This design comes from an exercise in tuning for small area on the open sky130 flow, not from production work. The RTL of this run was laid out without a check of its function. No activity file was given, so power comes from the tool's default toggle rates.

## flow/design.v

```verilog
`timescale 1ns/1ps
module chan_cut #(
  parameter int unsigned Width = 1
) (
  input  logic             clk_i,
  input  logic             arst_n_i,
  input  logic             valid_i,
  output logic             ready_o,
  input  logic [Width-1:0] data_i,
  output logic             valid_o,
  input  logic             ready_i,
  output logic [Width-1:0] data_o
);
  logic             main_valid_q;
  logic             skid_valid_q;
  logic [Width-1:0] main_q;
  logic [Width-1:0] skid_q;
  logic             main_load;
  assign main_load = ~main_valid_q | ready_i;
  assign ready_o = ~skid_valid_q;
  assign valid_o = main_valid_q;
  assign data_o  = main_q;
  always_ff @(posedge clk_i or negedge arst_n_i) begin
    if (!arst_n_i) begin
      main_valid_q <= 1'b0;
      skid_valid_q <= 1'b0;
    end else if (main_load) begin
      main_valid_q <= skid_valid_q | valid_i;
      skid_valid_q <= 1'b0;
    end else if (valid_i && !skid_valid_q) begin
      skid_valid_q <= 1'b1;
    end
  end
  always_ff @(posedge clk_i) begin
    if (main_load) begin
      main_q <= skid_valid_q ? skid_q : data_i;
    end
    if (!main_load && !skid_valid_q) begin
      skid_q <= data_i;
    end
  end
endmodule
`timescale 1ns/1ps
module lane_cut (
  input  logic        clk_i,
  input  logic        arst_n_i,
  input  logic [31:0] s_aw_addr,
  input  logic        s_aw_valid,
  output logic        s_aw_ready,
  input  logic [31:0] s_w_data,
  input  logic [3:0]  s_w_strb,
  input  logic        s_w_valid,
  output logic        s_w_ready,
  output logic [1:0]  s_b_resp,
  output logic        s_b_valid,
  input  logic        s_b_ready,
  input  logic [31:0] s_ar_addr,
  input  logic        s_ar_valid,
  output logic        s_ar_ready,
  output logic [31:0] s_r_data,
  output logic [1:0]  s_r_resp,
  output logic        s_r_valid,
  input  logic        s_r_ready,
  output logic [31:0] m_aw_addr,
  output logic        m_aw_valid,
  input  logic        m_aw_ready,
  output logic [31:0] m_w_data,
  output logic [3:0]  m_w_strb,
  output logic        m_w_valid,
  input  logic        m_w_ready,
  input  logic [1:0]  m_b_resp,
  input  logic        m_b_valid,
  output logic        m_b_ready,
  output logic [31:0] m_ar_addr,
  output logic        m_ar_valid,
  input  logic        m_ar_ready,
  input  logic [31:0] m_r_data,
  input  logic [1:0]  m_r_resp,
  input  logic        m_r_valid,
  output logic        m_r_ready
);
  chan_cut #(.Width(32)) i_aw_cut (
    .clk_i, .arst_n_i,
    .valid_i (s_aw_valid), .ready_o (s_aw_ready), .data_i (s_aw_addr),
    .valid_o (m_aw_valid), .ready_i (m_aw_ready), .data_o (m_aw_addr)
  );
  chan_cut #(.Width(36)) i_w_cut (
    .clk_i, .arst_n_i,
    .valid_i (s_w_valid), .ready_o (s_w_ready), .data_i ({s_w_data, s_w_strb}),
    .valid_o (m_w_valid), .ready_i (m_w_ready), .data_o ({m_w_data, m_w_strb})
  );
  chan_cut #(.Width(2)) i_b_cut (
    .clk_i, .arst_n_i,
    .valid_i (m_b_valid), .ready_o (m_b_ready), .data_i (m_b_resp),
    .valid_o (s_b_valid), .ready_i (s_b_ready), .data_o (s_b_resp)
  );
  chan_cut #(.Width(32)) i_ar_cut (
    .clk_i, .arst_n_i,
    .valid_i (s_ar_valid), .ready_o (s_ar_ready), .data_i (s_ar_addr),
    .valid_o (m_ar_valid), .ready_i (m_ar_ready), .data_o (m_ar_addr)
  );
  chan_cut #(.Width(34)) i_r_cut (
    .clk_i, .arst_n_i,
    .valid_i (m_r_valid), .ready_o (m_r_ready), .data_i ({m_r_data, m_r_resp}),
    .valid_o (s_r_valid), .ready_i (s_r_ready), .data_o ({s_r_data, s_r_resp})
  );
endmodule
`timescale 1ns/1ps
module addr_decoder #(
  parameter int unsigned NoRules = 4
) (
  input  logic [31:0]           addr_i,
  input  logic [NoRules*2-1:0]  map_idx_i,
  input  logic [NoRules*32-1:0] map_start_i,
  input  logic [NoRules*32-1:0] map_end_i,
  input  logic                  en_default_i,
  input  logic [1:0]            default_idx_i,
  output logic [1:0]            sel_o
);
  logic hit;
  always_comb begin
    hit = 1'b0;
    if (en_default_i) begin
      sel_o = default_idx_i;
    end else begin
      sel_o = 2'd3;
    end
    for (int r = 0; r < NoRules; r++) begin
      if (!hit &&
          (addr_i >= map_start_i[r*32 +: 32]) &&
          (addr_i <  map_end_i[r*32 +: 32])) begin
        hit   = 1'b1;
        sel_o = map_idx_i[r*2 +: 2];
      end
    end
  end
endmodule
`timescale 1ns/1ps
module decerr_responder (
  input  logic        clk_i,
  input  logic        arst_n_i,
  input  logic        aw_valid_i,
  output logic        aw_ready_o,
  input  logic        w_valid_i,
  output logic        w_ready_o,
  output logic [1:0]  b_resp_o,
  output logic        b_valid_o,
  input  logic        b_ready_i,
  input  logic        ar_valid_i,
  output logic        ar_ready_o,
  output logic [31:0] r_data_o,
  output logic [1:0]  r_resp_o,
  output logic        r_valid_o,
  input  logic        r_ready_i
);
  logic b_pend_q;
  logic r_pend_q;
  logic w_take;
  logic r_take;
  assign w_take = aw_valid_i & w_valid_i & ~b_pend_q;
  assign r_take = ar_valid_i & ~r_pend_q;
  always_ff @(posedge clk_i or negedge arst_n_i) begin
    if (!arst_n_i) begin
      b_pend_q <= 1'b0;
      r_pend_q <= 1'b0;
    end else begin
      if (w_take) begin
        b_pend_q <= 1'b1;
      end else if (b_ready_i) begin
        b_pend_q <= 1'b0;
      end
      if (r_take) begin
        r_pend_q <= 1'b1;
      end else if (r_ready_i) begin
        r_pend_q <= 1'b0;
      end
    end
  end
  assign aw_ready_o = ~b_pend_q;
  assign w_ready_o  = ~b_pend_q;
  assign ar_ready_o = ~r_pend_q;
  assign b_resp_o   = 2'b11;
  assign b_valid_o  = b_pend_q;
  assign r_data_o   = '0;
  assign r_resp_o   = 2'b11;
  assign r_valid_o  = r_pend_q;
endmodule
`timescale 1ns/1ps
module lite_demux #(
  parameter int unsigned MaxTrans = 4
) (
  input  logic        clk_i,
  input  logic        arst_n_i,
  input  logic        aw_valid_i,
  output logic        aw_ready_o,
  input  logic        w_valid_i,
  output logic        w_ready_o,
  output logic [1:0]  b_resp_o,
  output logic        b_valid_o,
  input  logic        b_ready_i,
  input  logic        ar_valid_i,
  output logic        ar_ready_o,
  output logic [31:0] r_data_o,
  output logic [1:0]  r_resp_o,
  output logic        r_valid_o,
  input  logic        r_ready_i,
  input  logic [1:0]  aw_sel_i,
  input  logic [1:0]  ar_sel_i,
  output logic [3:0]  lane_aw_valid_o,
  input  logic [3:0]  lane_aw_ready_i,
  output logic [3:0]  lane_w_valid_o,
  input  logic [3:0]  lane_w_ready_i,
  input  logic [7:0]  lane_b_resp_i,
  input  logic [3:0]  lane_b_valid_i,
  output logic [3:0]  lane_b_ready_o,
  output logic [3:0]  lane_ar_valid_o,
  input  logic [3:0]  lane_ar_ready_i,
  input  logic [127:0] lane_r_data_i,
  input  logic [7:0]  lane_r_resp_i,
  input  logic [3:0]  lane_r_valid_i,
  output logic [3:0]  lane_r_ready_o
);
  localparam int unsigned CntWidth = $clog2(MaxTrans + 1);
  localparam logic [CntWidth-1:0] MaxCnt = MaxTrans;
  logic [1:0]          w_tgt_q;
  logic [1:0]          r_tgt_q;
  logic [CntWidth-1:0] w_cnt_q;
  logic [CntWidth-1:0] r_cnt_q;
  logic w_free;
  logic r_free;
  logic w_go;
  logic r_go;
  logic aw_hs;
  logic b_hs;
  logic ar_hs;
  logic r_hs;
  assign w_free = (w_cnt_q == '0) || ((aw_sel_i == w_tgt_q) && (w_cnt_q != MaxCnt));
  assign r_free = (r_cnt_q == '0) || ((ar_sel_i == r_tgt_q) && (r_cnt_q != MaxCnt));
  assign w_go = w_free && aw_valid_i && w_valid_i;
  assign r_go = r_free && ar_valid_i;
  always_comb begin
    for (int l = 0; l < 4; l++) begin
      lane_aw_valid_o[l] = (aw_sel_i == l) & w_go & lane_w_ready_i[l];
      lane_w_valid_o[l]  = (aw_sel_i == l) & w_go & lane_aw_ready_i[l];
      lane_ar_valid_o[l] = (ar_sel_i == l) & r_go;
      lane_b_ready_o[l]  = (w_tgt_q == l) & b_ready_i & (w_cnt_q != '0);
      lane_r_ready_o[l]  = (r_tgt_q == l) & r_ready_i & (r_cnt_q != '0);
    end
  end
  assign aw_ready_o = w_go & lane_aw_ready_i[aw_sel_i] & lane_w_ready_i[aw_sel_i];
  assign w_ready_o  = w_go & lane_aw_ready_i[aw_sel_i] & lane_w_ready_i[aw_sel_i];
  assign ar_ready_o = r_go & lane_ar_ready_i[ar_sel_i];
  assign b_resp_o   = lane_b_resp_i[w_tgt_q*2 +: 2];
  assign b_valid_o  = lane_b_valid_i[w_tgt_q] & (w_cnt_q != '0);
  assign r_data_o   = lane_r_data_i[r_tgt_q*32 +: 32];
  assign r_resp_o   = lane_r_resp_i[r_tgt_q*2 +: 2];
  assign r_valid_o  = lane_r_valid_i[r_tgt_q] & (r_cnt_q != '0);
  assign aw_hs = aw_ready_o;
  assign ar_hs = ar_ready_o;
  assign b_hs  = b_valid_o & b_ready_i;
  assign r_hs  = r_valid_o & r_ready_i;
  always_ff @(posedge clk_i or negedge arst_n_i) begin
    if (!arst_n_i) begin
      w_tgt_q <= '0;
      r_tgt_q <= '0;
      w_cnt_q <= '0;
      r_cnt_q <= '0;
    end else begin
      if (aw_hs) begin
        w_tgt_q <= aw_sel_i;
      end
      if (ar_hs) begin
        r_tgt_q <= ar_sel_i;
      end
      case ({aw_hs, b_hs})
        2'b10:   w_cnt_q <= w_cnt_q + 1'b1;
        2'b01:   w_cnt_q <= w_cnt_q - 1'b1;
        default: w_cnt_q <= w_cnt_q;
      endcase
      case ({ar_hs, r_hs})
        2'b10:   r_cnt_q <= r_cnt_q + 1'b1;
        2'b01:   r_cnt_q <= r_cnt_q - 1'b1;
        default: r_cnt_q <= r_cnt_q;
      endcase
    end
  end
endmodule
`timescale 1ns/1ps
module xbar_unmuxed (
  input  logic          clk_i,
  input  logic          arst_n_i,
  input  logic [63:0]   s_aw_addr,
  input  logic [1:0]    s_aw_valid,
  output logic [1:0]    s_aw_ready,
  input  logic [63:0]   s_w_data,
  input  logic [7:0]    s_w_strb,
  input  logic [1:0]    s_w_valid,
  output logic [1:0]    s_w_ready,
  output logic [3:0]    s_b_resp,
  output logic [1:0]    s_b_valid,
  input  logic [1:0]    s_b_ready,
  input  logic [63:0]   s_ar_addr,
  input  logic [1:0]    s_ar_valid,
  output logic [1:0]    s_ar_ready,
  output logic [63:0]   s_r_data,
  output logic [3:0]    s_r_resp,
  output logic [1:0]    s_r_valid,
  input  logic [1:0]    s_r_ready,
  output logic [191:0]  m_aw_addr,
  output logic [5:0]    m_aw_valid,
  input  logic [5:0]    m_aw_ready,
  output logic [191:0]  m_w_data,
  output logic [23:0]   m_w_strb,
  output logic [5:0]    m_w_valid,
  input  logic [5:0]    m_w_ready,
  input  logic [11:0]   m_b_resp,
  input  logic [5:0]    m_b_valid,
  output logic [5:0]    m_b_ready,
  output logic [191:0]  m_ar_addr,
  output logic [5:0]    m_ar_valid,
  input  logic [5:0]    m_ar_ready,
  input  logic [191:0]  m_r_data,
  input  logic [11:0]   m_r_resp,
  input  logic [5:0]    m_r_valid,
  output logic [5:0]    m_r_ready,
  input  logic [7:0]    map_idx_i,
  input  logic [127:0]  map_start_i,
  input  logic [127:0]  map_end_i,
  input  logic [1:0]    en_default_mst_i,
  input  logic [3:0]    default_mst_i
);
  localparam int unsigned NoSlv = 2;
  localparam int unsigned NoMst = 3;
  localparam logic [NoSlv*NoMst-1:0] Connectivity = 6'b011_111;
  logic [3:0]   l_aw_valid [NoSlv];
  logic [3:0]   l_aw_ready [NoSlv];
  logic [3:0]   l_w_valid  [NoSlv];
  logic [3:0]   l_w_ready  [NoSlv];
  logic [7:0]   l_b_resp   [NoSlv];
  logic [3:0]   l_b_valid  [NoSlv];
  logic [3:0]   l_b_ready  [NoSlv];
  logic [3:0]   l_ar_valid [NoSlv];
  logic [3:0]   l_ar_ready [NoSlv];
  logic [127:0] l_r_data   [NoSlv];
  logic [7:0]   l_r_resp   [NoSlv];
  logic [3:0]   l_r_valid  [NoSlv];
  logic [3:0]   l_r_ready  [NoSlv];
  for (genvar i = 0; i < NoSlv; i++) begin : gen_slv_port
    logic [1:0] aw_sel;
    logic [1:0] ar_sel;
    addr_decoder i_aw_dec (
      .addr_i        (s_aw_addr[i*32 +: 32]),
      .map_idx_i     (map_idx_i),
      .map_start_i   (map_start_i),
      .map_end_i     (map_end_i),
      .en_default_i  (en_default_mst_i[i]),
      .default_idx_i (default_mst_i[i*2 +: 2]),
      .sel_o         (aw_sel)
    );
    addr_decoder i_ar_dec (
      .addr_i        (s_ar_addr[i*32 +: 32]),
      .map_idx_i     (map_idx_i),
      .map_start_i   (map_start_i),
      .map_end_i     (map_end_i),
      .en_default_i  (en_default_mst_i[i]),
      .default_idx_i (default_mst_i[i*2 +: 2]),
      .sel_o         (ar_sel)
    );
    lite_demux i_demux (
      .clk_i           (clk_i),
      .arst_n_i        (arst_n_i),
      .aw_valid_i      (s_aw_valid[i]),
      .aw_ready_o      (s_aw_ready[i]),
      .w_valid_i       (s_w_valid[i]),
      .w_ready_o       (s_w_ready[i]),
      .b_resp_o        (s_b_resp[i*2 +: 2]),
      .b_valid_o       (s_b_valid[i]),
      .b_ready_i       (s_b_ready[i]),
      .ar_valid_i      (s_ar_valid[i]),
      .ar_ready_o      (s_ar_ready[i]),
      .r_data_o        (s_r_data[i*32 +: 32]),
      .r_resp_o        (s_r_resp[i*2 +: 2]),
      .r_valid_o       (s_r_valid[i]),
      .r_ready_i       (s_r_ready[i]),
      .aw_sel_i        (aw_sel),
      .ar_sel_i        (ar_sel),
      .lane_aw_valid_o (l_aw_valid[i]),
      .lane_aw_ready_i (l_aw_ready[i]),
      .lane_w_valid_o  (l_w_valid[i]),
      .lane_w_ready_i  (l_w_ready[i]),
      .lane_b_resp_i   (l_b_resp[i]),
      .lane_b_valid_i  (l_b_valid[i]),
      .lane_b_ready_o  (l_b_ready[i]),
      .lane_ar_valid_o (l_ar_valid[i]),
      .lane_ar_ready_i (l_ar_ready[i]),
      .lane_r_data_i   (l_r_data[i]),
      .lane_r_resp_i   (l_r_resp[i]),
      .lane_r_valid_i  (l_r_valid[i]),
      .lane_r_ready_o  (l_r_ready[i])
    );
    decerr_responder i_decerr (
      .clk_i      (clk_i),
      .arst_n_i   (arst_n_i),
      .aw_valid_i (l_aw_valid[i][3]),
      .aw_ready_o (l_aw_ready[i][3]),
      .w_valid_i  (l_w_valid[i][3]),
      .w_ready_o  (l_w_ready[i][3]),
      .b_resp_o   (l_b_resp[i][7:6]),
      .b_valid_o  (l_b_valid[i][3]),
      .b_ready_i  (l_b_ready[i][3]),
      .ar_valid_i (l_ar_valid[i][3]),
      .ar_ready_o (l_ar_ready[i][3]),
      .r_data_o   (l_r_data[i][127:96]),
      .r_resp_o   (l_r_resp[i][7:6]),
      .r_valid_o  (l_r_valid[i][3]),
      .r_ready_i  (l_r_ready[i][3])
    );
    for (genvar j = 0; j < NoMst; j++) begin : gen_cross_mst
      localparam int unsigned K = j*NoSlv + i;
      if (Connectivity[i*NoMst + j]) begin : gen_connected
        lane_cut i_lane_cut (
          .clk_i      (clk_i),
          .arst_n_i   (arst_n_i),
          .s_aw_addr  (s_aw_addr[i*32 +: 32]),
          .s_aw_valid (l_aw_valid[i][j]),
          .s_aw_ready (l_aw_ready[i][j]),
          .s_w_data   (s_w_data[i*32 +: 32]),
          .s_w_strb   (s_w_strb[i*4 +: 4]),
          .s_w_valid  (l_w_valid[i][j]),
          .s_w_ready  (l_w_ready[i][j]),
          .s_b_resp   (l_b_resp[i][j*2 +: 2]),
          .s_b_valid  (l_b_valid[i][j]),
          .s_b_ready  (l_b_ready[i][j]),
          .s_ar_addr  (s_ar_addr[i*32 +: 32]),
          .s_ar_valid (l_ar_valid[i][j]),
          .s_ar_ready (l_ar_ready[i][j]),
          .s_r_data   (l_r_data[i][j*32 +: 32]),
          .s_r_resp   (l_r_resp[i][j*2 +: 2]),
          .s_r_valid  (l_r_valid[i][j]),
          .s_r_ready  (l_r_ready[i][j]),
          .m_aw_addr  (m_aw_addr[K*32 +: 32]),
          .m_aw_valid (m_aw_valid[K]),
          .m_aw_ready (m_aw_ready[K]),
          .m_w_data   (m_w_data[K*32 +: 32]),
          .m_w_strb   (m_w_strb[K*4 +: 4]),
          .m_w_valid  (m_w_valid[K]),
          .m_w_ready  (m_w_ready[K]),
          .m_b_resp   (m_b_resp[K*2 +: 2]),
          .m_b_valid  (m_b_valid[K]),
          .m_b_ready  (m_b_ready[K]),
          .m_ar_addr  (m_ar_addr[K*32 +: 32]),
          .m_ar_valid (m_ar_valid[K]),
          .m_ar_ready (m_ar_ready[K]),
          .m_r_data   (m_r_data[K*32 +: 32]),
          .m_r_resp   (m_r_resp[K*2 +: 2]),
          .m_r_valid  (m_r_valid[K]),
          .m_r_ready  (m_r_ready[K])
        );
      end else begin : gen_disconnected
        assign m_aw_addr[K*32 +: 32] = '0;
        assign m_aw_valid[K]         = 1'b0;
        assign m_w_data[K*32 +: 32]  = '0;
        assign m_w_strb[K*4 +: 4]    = '0;
        assign m_w_valid[K]          = 1'b0;
        assign m_b_ready[K]          = 1'b0;
        assign m_ar_addr[K*32 +: 32] = '0;
        assign m_ar_valid[K]         = 1'b0;
        assign m_r_ready[K]          = 1'b0;
        decerr_responder i_decerr (
          .clk_i      (clk_i),
          .arst_n_i   (arst_n_i),
          .aw_valid_i (l_aw_valid[i][j]),
          .aw_ready_o (l_aw_ready[i][j]),
          .w_valid_i  (l_w_valid[i][j]),
          .w_ready_o  (l_w_ready[i][j]),
          .b_resp_o   (l_b_resp[i][j*2 +: 2]),
          .b_valid_o  (l_b_valid[i][j]),
          .b_ready_i  (l_b_ready[i][j]),
          .ar_valid_i (l_ar_valid[i][j]),
          .ar_ready_o (l_ar_ready[i][j]),
          .r_data_o   (l_r_data[i][j*32 +: 32]),
          .r_resp_o   (l_r_resp[i][j*2 +: 2]),
          .r_valid_o  (l_r_valid[i][j]),
          .r_ready_i  (l_r_ready[i][j])
        );
      end
    end
  end
endmodule
```

## flow/run.sh

```bash
#!/bin/bash
# synth_recipe.tcl (not shown) runs the flow's synth.tcl, then flattens the netlist and writes it again
# the make line also repeats each setting of config.mk as NAME=value (left out here)
make -C /OpenROAD-flow-scripts/flow DESIGN_CONFIG=/design/flow/config.mk WORK_HOME=/design/flow/orfs CLKGATE_MAP_FILE= SYNTH_SCRIPT=/design/flow/synth_recipe.tcl finish
```

## flow/config.mk

```make
export PLATFORM = sky130hd
export DESIGN_NAME = xbar_unmuxed
export DESIGN_NICKNAME = xbar_unmuxed
export VERILOG_FILES = /design/flow/design.v
export SDC_FILE = /design/flow/constraint.sdc
export NUM_CORES = 4
export LEC_CHECK = 0
export CAP_MARGIN = 20
export CORE_AREA = 5 5 535 535
export DIE_AREA = 0 0 540 540
export SLEW_MARGIN = 20
```

## flow/constraint.sdc

```tcl
create_clock -name core_clock -period 12.0 [get_ports {clk_i}]
set_input_delay 2.4000 -clock core_clock [delete_from_list [all_inputs] [get_ports {clk_i}]]
set_output_delay 2.4000 -clock core_clock [all_outputs]
set_load 0.01 [all_outputs]
```

==> run notes <==
----------------------------------------------------
[Flow run]
  Max_cap viols ... 0

[Routing]
  Detailed-route DRC error count ... 0
  Vias/cell ... 5.107
  Pre-antenna DRT Iters ... 5
  1st-iter DRT viols ... 4291
  Via count ... 57401
  Detailed-route wire length per cell ... roughly 33 um
  Final WL ... 366300 um
  Detail Route Antenna Nets ... 0

[Critical path]
  Launching instance or port of the critical path ... s_aw_addr[59]
  Bufs and invs on worst path ... 4
  Stages on the worst setup path ... 17
  Kind of end point of the critical path ... primary output
  Required time worst endpoint ... 9.60 ns
  Critical path data arrival time ... 8.61 ns
  Startpoint of the most critical register-to-register path ... gen_slv_port[0].i_demux.r_tgt_q[1]
  Endpoint of the worst setup timing path ... s_w_ready[1]
  Highest-delay cell along the critical path ... sky130_fd_sc_hd__clkdlybuf4s50_1
  Largest delay share family, worst path ... buffers and inverters
  Critical Path Most Common Cell ... sky130_fd_sc_hd__mux2i_1
  Worst-path cell chain ... clkdlybuf4s50_1, ha_1, nand4_1, nor4_1, buf_4, nand4_1, o221ai_1, nor4_1, o21ai_0, mux2i_1, o221ai_1, mux2i_2, mux2i_1, mux2i_1, nor3_1, buf_4, clkdlybuf4s50_1
  Register-to-Register Setup Slack ... 8.58 ns
  Startpoint Class ... input pin
  Terminus of the critical flop-to-flop path ... gen_slv_port[0].i_demux.r_cnt_q[1]
  Crit-path max FO ... 7
  Worst Path Class, Setup ... input pin to primary output
  Number of cell instances on the worst register-to-register path ... 10
  Slowest stage delay, CP ... just under 0.9 ns

[Clocking]
  Htree depth ... 4
  Number of gates resized after CTS ... 0
  Clock root buffer ... sky130_fd_sc_hd__clkbuf_16
  Clock buffer count from CTS ... roughly 170
  Clock tree from TritonCTS ... built
  Clock-pin slew reported for the worst setup and hold paths after clock tree synthesis ... about 0.060 ns
  Number of buffers inserted by post-CTS setup repair ... 0
  Clock sink total ... 1436
  Worst skew pair latency ... approximately 0.86 ns
  Buffers from clock root to sink, at most ... 4
  Number of buffers inserted by hold repair at cts ... 0

[Global route]
  Wire length of the first global-routing pass ... 486600 um
  Pin count of the biggest net entering global routing ... 51
  Overflow left after global routing ... 0
  GRT Total Usage ... 24.09%
  Number of global-route vias before repair ... 57936
  Antenna violations before repair ... 187

[Synth]
  Synth unique cells ... 84
  Gate count of the mapped netlist ... about 5800
  Seq cells post-synth ... around 1400
  Top FF cell, synth ... sky130_fd_sc_hd__edfxtp_1
  Warnings, synthesis ... 21
  Share of the synthesized area in the top cell type ... 52.37%
  Post-synthesis cell type with the largest combined area ... sky130_fd_sc_hd__edfxtp_1
  Number of synthesized flops with an enable pin ... 1360
  Cell types with the largest area share after synthesis ... sky130_fd_sc_hd__edfxtp_1 (52%), sky130_fd_sc_hd__ha_1 (16%), sky130_fd_sc_hd__mux2_2 (9.8%)
  Mapped cell area ... 77980 um^2
  Average size of a mapped cell ... 13.50 um^2
  Async set or reset register ratio after synthesis ... under 10%
  Sequential share of the synthesized area ... 54.81%

[STA]
  Aggregate negative setup slack ... 0 ns
  Portion of the clock cycle consumed by the worst path in the final layout ... 91.79%
  Worst Max-Slew Pin Slew ... 1.223 ns
  Setup-failing EPs final ... 0
  Number of pins with negative max-slew slack in the final report ... 0
  Max Clock Skew ... 0.09948 ns
  Tmin final ... 11.01 ns
  Headroom to the max-slew limit ... 18.21%
  Smallest hold slack ... around 0.5 ns
  Peak clock frequency supported by timing ... approximately 90 MHz
  Final Hold Vio Count ... 0
  Setup repair after global routing missed its margin ... no

[Cells and area]
  Fraction of layout cells with a size suffix above 1 ... 16.72%
  Net count of the finished layout ... 9055
  Synthesis-to-finish area growth ... 30.80%
  Most used cells in the layout excluding fill and tap cells ... sky130_fd_sc_hd__edfxtp_1 (1360), sky130_fd_sc_hd__clkdlybuf4s50_1 (1290), sky130_fd_sc_hd__ha_1 (1012)
  Post-layout instance area ... 102000 um^2
  # fillers ... 26736
  Most common cell after layout, fill and taps aside ... sky130_fd_sc_hd__edfxtp_1

[Place]
  Placer's final routability congestion estimate ... 0.9519
  Final HPWL DP ... 292200 um
  IO buf count ... about 1300
  Cell area after placement ... between 90000 and 100000 um^2

[Floorplan]
  Starting density of the core ... roughly 28%
  DIE AREA ... 291600 um^2
  Core Box Area ... ~280000 um^2
  Die outline width ... 540 um
  Number of placed I/O pins ... 1440
  Number of standard-cell rows in the floorplan ... 194
  Height of the die ... 540 um

[Power]
  PwrDens ... 155.8 nW/um^2
  Post-layout total power ... 15.89 mW
  Leak ... roughly 40 nW
  Maximum VDD drop ... about 0.14 mV

[Min path]
  Class of the tightest hold or removal check ... flop to flop
  Worst hold path startpoint ... gen_slv_port[1].i_demux.w_cnt_q[2]

[Run status]
  Status ... no timing/DRC/antenna violations

----------------------------------------------------
## metal layers
metal	wire length [um]	up-vias	global-route usage (%)	part of all wire (%)
met5	276	-	0	0.075
met4	22710	42	13.55	6.2
met3	29380	739	6.640	8.0
met2	171000	2653	39.49	47
met1	142900	28668	28.54	39
li1	-	25299	-	-
## through the flow
stage | cells | setup WS (ns) | util, %
after floorplan | 5881 | 3.974 | -
after global routing | 11203 | 0.8387 | 36.44
after detailed placement | 10866 | 1.170 | 34.49
final | 11240 | 0.9851 | 36.47
after global placement | 10864 | 1.163 | 34.48
after CTS | 11164 | 1.154 | 36.40
## how the worst min path moves through the flow
stage,endpoint,slack (ns),depth (start not counted)
2_1_floorplan,gen_slv_port[1].i_demux.w_cnt_q[2],0.43,1
3_3_place_gp,gen_slv_port[1].i_demux.w_cnt_q[2],0.45,1
3_5_place_dp,gen_slv_port[1].i_demux.w_cnt_q[2],0.47,1
4_1_cts,flop,0.47,1
5_1_grt,flop,0.50,1
6_report,gen_slv_port[1].i_demux.w_cnt_q[2],0.49,1
## worst register-to-register path, delay by kind of cell, from the launching register on
family / cells / cell delay [ns]
AOI/OAI and AO/OA: 3 / 0.50
DFF: 1 / 0.32
buffers and inverters: 3 / 0.94
muxes: 1 / 0.30
and+or+nand+nor: 1 / 0.62
adders and majority gates: 2 / 0.65
## cell usage after synthesis, types with 8 or more instances
| cell | number |
|---|---|
| sky130_fd_sc_hd__a21oi_1 | 341 |
| sky130_fd_sc_hd__a31oi_1 | 26 |
| sky130_fd_sc_hd__nand4_1 | 124 |
| sky130_fd_sc_hd__o2111ai_1 | 12 |
| sky130_fd_sc_hd__edfxtp_1 | 1360 |
| sky130_fd_sc_hd__a211oi_1 | 51 |
| sky130_fd_sc_hd__nor4_1 | 24 |
| sky130_fd_sc_hd__buf_1 | 43 |
| sky130_fd_sc_hd__nand2b_1 | 45 |
| sky130_fd_sc_hd__clkbuf_1 | 66 |
| sky130_fd_sc_hd__nor3_1 | 42 |
| sky130_fd_sc_hd__a31o_2 | 9 |
| sky130_fd_sc_hd__a221oi_1 | 25 |
| sky130_fd_sc_hd__xor2_1 | 9 |
| sky130_fd_sc_hd__a2111oi_0 | 14 |
| sky130_fd_sc_hd__inv_1 | 317 |
| sky130_fd_sc_hd__ha_1 | 1012 |
| sky130_fd_sc_hd__o21a_1 | 20 |
| sky130_fd_sc_hd__dfrtp_1 | 76 |
| sky130_fd_sc_hd__mux2_2 | 677 |
| sky130_fd_sc_hd__o21ai_0 | 242 |
| sky130_fd_sc_hd__nand3_1 | 81 |
| sky130_fd_sc_hd__o211ai_1 | 34 |
| sky130_fd_sc_hd__and4_1 | 22 |
| sky130_fd_sc_hd__o31ai_1 | 16 |
| sky130_fd_sc_hd__a21o_1 | 126 |
| sky130_fd_sc_hd__or3_1 | 13 |
| sky130_fd_sc_hd__nor2b_1 | 41 |
| sky130_fd_sc_hd__mux2i_1 | 79 |
| sky130_fd_sc_hd__a211o_1 | 18 |
| sky130_fd_sc_hd__or2_2 | 9 |
| sky130_fd_sc_hd__buf_4 | 140 |
| sky130_fd_sc_hd__xnor2_1 | 8 |
| sky130_fd_sc_hd__nor2_1 | 218 |
| sky130_fd_sc_hd__or4_1 | 8 |
| sky130_fd_sc_hd__and3_1 | 16 |
| sky130_fd_sc_hd__nand2_1 | 278 |
| sky130_fd_sc_hd__and2_1 | 12 |
## layout make-up
type | instances | area [um^2] | area share, %
clock buffer | 213 | 4463 | 4.376
sequential | 1436 | 42770 | 41.93
tap | 3724 | 4659 | 4.568
antenna | 75 | 187.7 | 0.1840
clock inverter | 85 | 874.6 | 0.8575
multi-input combinational | 3878 | 33240 | 32.59
inverter | 317 | 1190 | 1.167
timing repair buffer | 1512 | 14610 | 14.33
## cell families (layout without fill, tap and decap cells)
logic type	Yosys count	in the layout	synth area share, %
fa+ha+maj	1016	1016	16.34
flops	1436	1436	54.81
simple gates	952	952	5.983
buf+inv	567	2127	3.413
compound gates	1026	1026	8.316
xor+xnor	17	17	0.1909
mux	762	762	10.94
other cells	1	180	0.004809
## report_power, final
part / switching (mW) / leakage [nW] / internal [mW] / total [mW]
Clock: 2.13 / 2.58 / 2.88 / 5.01
Combinational: 2.51 / 23.3 / 1.78 / 4.29
Sequential: 0.277 / 14.0 / 6.32 / 6.59

## re-timing with driven ports
No port has a modelled driver above. Below, the same layout with a new extraction and two added sets of constraints.
Step 1: set_driving_cell puts a clkbuf_16 on clk_i and a buf_2 on each other input, an assumption about the parent block.
Step 2 times the ports against the registers' clock, not the clock port: input delays grow and output delays shrink by t, the midpoint of the rising clock arrivals with the driver on.
Three values: no drivers, after step 1, after step 2; two values: the first two.
shift t [ns]: 0.907
setup WS [ns]: 0.985 / 0.957 / 0.957
clock arrival spread, ns: 0.101 / 0.100
After both steps setup and hold are still met in this run. For this run, drivers alone change the setup slack by -0.028 ns; drivers and shift together by -0.028 ns.
